What follows belongs to an exercise in optimizing a design on an open flow for small area and a short achievable clock period; a production flow would make more cautious choices. At most, simulation tests tie the RTL to the original design; equivalence was not proved. Power is estimated from default activity; no workload was simulated.

==> wip/cedar <==
## fir_sym_top
module fir_sym_top (
  input  logic                 clk,
  input  logic                 rst_n,
  input  logic                 in_valid,
  input  fir_pkg::sample_t     in_data,
  input  logic                 coef_wr,
  input  fir_pkg::coef_addr_t  coef_addr,
  input  fir_pkg::coef_t       coef_data,
  output logic                 out_valid,
  output fir_pkg::acc_t        out_data
);
clock: 9.0 ns
lec_check: 0
cap_margin: 50
core_margin: 2
core_utilization: 55
place_density: 0.72
slew_margin: 70
synth_hierarchical: 1
run.sh (not shown) runs the stock make flow with config.mk's settings and CLKGATE_MAP_FILE= SYNTH_SCRIPT=/design/flow/synth_recipe.tcl, a recipe that flattens the netlist after the stock synthesis.
==> wip/lagoon (differences from wip/cedar) <==
==> flow/flow/run.sh (new file) <==
#!/bin/bash
# The standard layout (standard.sh: the standard synthesis, then ORFS from
# floorplan to finish) with two changes passed to make:
#  - the input and output ports get sky130_fd_sc_hd__buf_2 buffers instead
#    of the cell buffer_ports picks by itself (a clkdlybuf4s50_1 delay
#    cell); every port still gets one;
#  - timing repair aims for 3.4 ns (setup margin 5.6 ns at the 9 ns clock)
#    instead of stopping once the 9 ns clock is met.
# Everything else, including the clock period and constraints, is the
# standard flow's. The full make output is in standard.log.
set -euo pipefail
bash standard.sh "BUFFER_PORTS_ARGS=-buffer_cell sky130_fd_sc_hd__buf_2" \
  SETUP_SLACK_MARGIN=5.6 finish > standard.log 2>&1
==> flow/standard.sh (new file) <==
#!/bin/bash
# synth_recipe.tcl (not shown) runs the flow's synth.tcl, then flattens the netlist and writes it again
# the make line also repeats each setting of config.mk as NAME=value (left out here)
make -C /OpenROAD-flow-scripts/flow DESIGN_CONFIG=/design/flow/config.mk WORK_HOME=/design/flow/orfs CLKGATE_MAP_FILE= SYNTH_SCRIPT=/design/flow/synth_recipe.tcl "${@:-finish}"
Settings changed: CAP_MARGIN 50 to 30, CTS_CLUSTER_DIAMETER from default to 100, CTS_CLUSTER_SIZE from default to 22, SLEW_MARGIN 70 to 45.
removed: flow/run.sh
==> run summary <==
Wire length: wip/cedar is higher than wip/lagoon (4.9%).
Against wip/cedar, the fmax of wip/lagoon is higher by 12%.
Sequential power: wip/cedar is larger than wip/lagoon (about 1%).
Against wip/cedar, the hold slack of wip/lagoon is higher by 0.0041 ns.
In wip/cedar the core utilization is higher than in wip/lagoon, by 2.4 points.
In synthesized area, wip/cedar and wip/lagoon do not differ.
In wip/cedar the global-route usage is higher than in wip/lagoon, by 2.5 points.
Count of clock-buffer cells in the layout: wip/lagoon is lower than wip/cedar (120).

* * *

==> job 6975: inputs <==
Another version of the RTL of fir_sym_top (not shown whole).
clock: 9.0 ns
lec_check: 0
cap_margin: 50
core_margin: 2
core_utilization: 55
place_density: 0.72
slew_margin: 70
synth_hierarchical: 1
standard.sh (not shown) runs the stock make flow with config.mk's settings and CLKGATE_MAP_FILE= SYNTH_SCRIPT=/design/flow/synth_recipe.tcl, a recipe that flattens the netlist after the stock synthesis.
==> flow/flow/run.sh <==
#!/bin/bash
# The standard layout (standard.sh: the standard synthesis, then ORFS from
# floorplan to finish) with two changes passed to make:
#  - the input and output ports get sky130_fd_sc_hd__buf_2 buffers instead
#    of the cell buffer_ports picks by itself (a clkdlybuf4s50_1 delay
#    cell); every port still gets one;
#  - timing repair aims for 3.1 ns (setup margin 5.9 ns at the 9 ns clock)
#    instead of stopping once the 9 ns clock is met.
# Everything else, including the clock period and constraints, is the
# standard flow's. The full make output is in standard.log.
set -euo pipefail
bash standard.sh "BUFFER_PORTS_ARGS=-buffer_cell sky130_fd_sc_hd__buf_2" \
  SETUP_SLACK_MARGIN=5.9 finish > standard.log 2>&1
==> inputs of job 3060, as changes to job 6975 <==
--- a/flow/config.mk
+++ b/flow/config.mk
@@ -8,6 +8,8 @@
 export CAP_MARGIN = 50
 export CORE_MARGIN = 2
 export CORE_UTILIZATION = 55
+export CTS_CLUSTER_DIAMETER = 90
+export CTS_CLUSTER_SIZE = 18
 export PLACE_DENSITY = 0.72
 export SLEW_MARGIN = 70
 export SYNTH_HIERARCHICAL = 1
==> results_dict.tcl <==
set metrics [dict create \
    outcome "finished clean" \
    drt-vias-per-instance 7.24 \
    area_occupied_by_registers_um2 29700 \
    sh_seq_area_pct 26.9 \
    dr_wl_met2_um 162000 \
    global_route.usage.met2_pct 61.6 \
    cts.clk_slew.worst_paths_ns 0.07 \
    areaGrowthSynthToFinish_pct 13.9 \
]
(the above is from job 6975)
==> results_dict.tcl <==
set metrics [dict create \
    outcome "finished clean" \
    drt-vias-per-instance 7.28 \
    cts.clk_slew.worst_paths_ns 0.08 \
    area_occupied_by_registers_um2 29700 \
    areaGrowthSynthToFinish_pct 11.4 \
    dr_wl_met2_um 162000 \
    global_route.usage.met2_pct 61.1 \
]
(the above is from job 3060)
Function was not checked in any run of this note: the RTL went through the layout flow alone.

* * *

==> job 5079 <==
fir_sym_top with an RTL version that a note above also has.
Settings: LEC_CHECK=0, CAP_MARGIN=50, CORE_MARGIN=2, CORE_UTILIZATION=40, CTS_BUF_LIST=sky130_fd_sc_hd__clkbuf_8, CTS_CLUSTER_SIZE=24, SLEW_MARGIN=70, SYNTH_HIERARCHICAL=1; clock period 9.0 ns.
run.sh (not shown) runs the stock make flow with config.mk's settings and CLKGATE_MAP_FILE= SYNTH_SCRIPT=/design/flow/synth_recipe.tcl, a recipe that flattens the netlist after the stock synthesis.
Stock flow here: none of the scripts above is used.
==> inputs of job 1850, as changes to job 5079 <==
==> flow/flow/run.sh (new file) <==
#!/bin/bash
# The standard layout (standard.sh: the standard synthesis, then ORFS from
# floorplan to finish) with two changes passed to make:
#  - the input and output ports get sky130_fd_sc_hd__buf_2 buffers instead
#    of the cell buffer_ports picks by itself (a clkdlybuf4s50_1 delay
#    cell); every port still gets one;
#  - timing repair aims for 3.4 ns (setup margin 5.6 ns at the 9 ns clock)
#    instead of stopping once the 9 ns clock is met.
# Everything else, including the clock period and constraints, is the
# standard flow's. The full make output is in standard.log.
set -euo pipefail
bash standard.sh "BUFFER_PORTS_ARGS=-buffer_cell sky130_fd_sc_hd__buf_2" \
  SETUP_SLACK_MARGIN=5.6 finish > standard.log 2>&1
==> flow/standard.sh (new file) <==
#!/bin/bash
# synth_recipe.tcl (not shown) runs the flow's synth.tcl, then flattens the netlist and writes it again
# the make line also repeats each setting of config.mk as NAME=value (left out here)
make -C /OpenROAD-flow-scripts/flow DESIGN_CONFIG=/design/flow/config.mk WORK_HOME=/design/flow/orfs CLKGATE_MAP_FILE= SYNTH_SCRIPT=/design/flow/synth_recipe.tcl "${@:-finish}"
- CORE_UTILIZATION: 40 -> 55
- CTS_BUF_LIST: sky130_fd_sc_hd__clkbuf_8 -> default
- CTS_CLUSTER_SIZE: 24 -> default
- PLACE_DENSITY: default -> 0.72
removed: flow/run.sh
==> inputs of job 5233, as changes to job 5079 <==
==> flow/flow/run.sh (new file) <==
#!/bin/bash
# The standard layout (standard.sh: the standard synthesis, then ORFS from
# floorplan to finish) with two changes passed to make:
#  - the input and output ports get sky130_fd_sc_hd__buf_2 buffers instead
#    of the cell buffer_ports picks by itself (a clkdlybuf4s50_1 delay
#    cell); every port still gets one;
#  - timing repair aims for 3.4 ns (setup margin 5.6 ns at the 9 ns clock)
#    instead of stopping once the 9 ns clock is met.
# Everything else, including the clock period and constraints, is the
# standard flow's. The full make output is in standard.log.
set -euo pipefail
bash standard.sh "BUFFER_PORTS_ARGS=-buffer_cell sky130_fd_sc_hd__buf_2" \
  SETUP_SLACK_MARGIN=5.6 finish > standard.log 2>&1
==> flow/standard.sh (new file) <==
#!/bin/bash
# synth_recipe.tcl (not shown) runs the flow's synth.tcl, then flattens the netlist and writes it again
# the make line also repeats each setting of config.mk as NAME=value (left out here)
make -C /OpenROAD-flow-scripts/flow DESIGN_CONFIG=/design/flow/config.mk WORK_HOME=/design/flow/orfs CLKGATE_MAP_FILE= SYNTH_SCRIPT=/design/flow/synth_recipe.tcl "${@:-finish}"
- CAP_MARGIN: 50 -> 20
- CORE_UTILIZATION: 40 -> 55
- CTS_BUF_LIST: sky130_fd_sc_hd__clkbuf_8 -> default
- CTS_CLUSTER_DIAMETER: default -> 110
- CTS_CLUSTER_SIZE: 24 -> 26
- PLACE_DENSITY: default -> 0.72
- SLEW_MARGIN: 70 -> 30
removed: flow/run.sh
==> run summary <==
- The lowest sequential share of layout area belongs to job 5079, the highest to job 5233.
- Total power: job 5233 < job 5079 < job 1850.
- Critical path depth is the same in job 5233 and job 5079.
- Between job 5233 and job 5079, the lower clock skew is in job 5233 (gap 63 ps).
- Worst setup slack: job 1850 > job 5233 > job 5079.
==> figures <==
Reported combinational group power: job 5079 5.66 mW; job 1850 5.56 mW; job 5233 5.58 mW
Number of global-route vias before repair: job 5079 77.60k; job 1850 74.30k; job 5233 73.07k
Cell total after placement: job 5079 11.04k; job 1850 10.04k; job 5233 10.01k
Worst setup path start: job 5079 digits[57]$_DFF_P_; job 1850 digits[28]$_DFF_P_; job 5233 digits[28]$_DFF_P_
Worst IR drop on VDD: job 5079 0.1593 mV; job 1850 0.2161 mV; job 5233 0.1685 mV
Outcome: job 5079 finished clean; job 1850 finished clean; job 5233 finished clean
Max-Slew Margin vs Limit: job 5079 0.6404; job 1850 0.6350; job 5233 0.2362
M3 GR Usage: job 5079 0.2007; job 1850 0.2880; job 5233 0.2790
Met2 demand-to-capacity share in global routing: job 5079 0.5059; job 1850 0.6242; job 5233 0.6124
Register area: job 5079 0.02407 sq mm; job 1850 0.02465 sq mm; job 5233 0.02457 sq mm
Area growth from synthesis to layout: job 5079 15.95%; job 1850 13.20%; job 5233 8.680%

## port drivers added, routing unchanged
The results above use ideal ports. As a check the final layouts listed here were re-extracted and re-timed, cells and wires unchanged. Step 1: set_driving_cell puts a clkbuf_16 on clk and a buf_2 on each other input, an assumption about the parent block. Step 2 times the ports against the registers' clock, not the clock port: input delays grow and output delays shrink by t, the midpoint of the rising clock arrivals with the driver on. a / b / c = no drivers / after step 1 / after step 2; a / b = the first two.
run | shift t [ns] | setup WS [ns] | worst setup path after step 2
wip/cedar | 0.910 | 5.149 / 5.149 / 5.149 | register to register
wip/lagoon | 0.806 | 5.558 / 5.558 / 5.323 | input to register
job 6975 | 0.936 | 5.766 / 5.766 / 5.766 | register to register
job 3060 | 0.888 | 5.741 / 5.741 / 5.741 | register to register
job 5079 | 1.156 | 5.158 / 5.158 / 5.158 | register to register
job 1850 | 0.917 | 5.510 / 5.510 / 5.510 | register to register
job 5233 | 0.846 | 5.454 / 5.454 / 5.301 | input to register
After both steps every run listed still meets setup and hold. For wip/lagoon, which loses most, drivers alone change the setup slack by 0.000 ns; drivers and shift together by -0.235 ns.
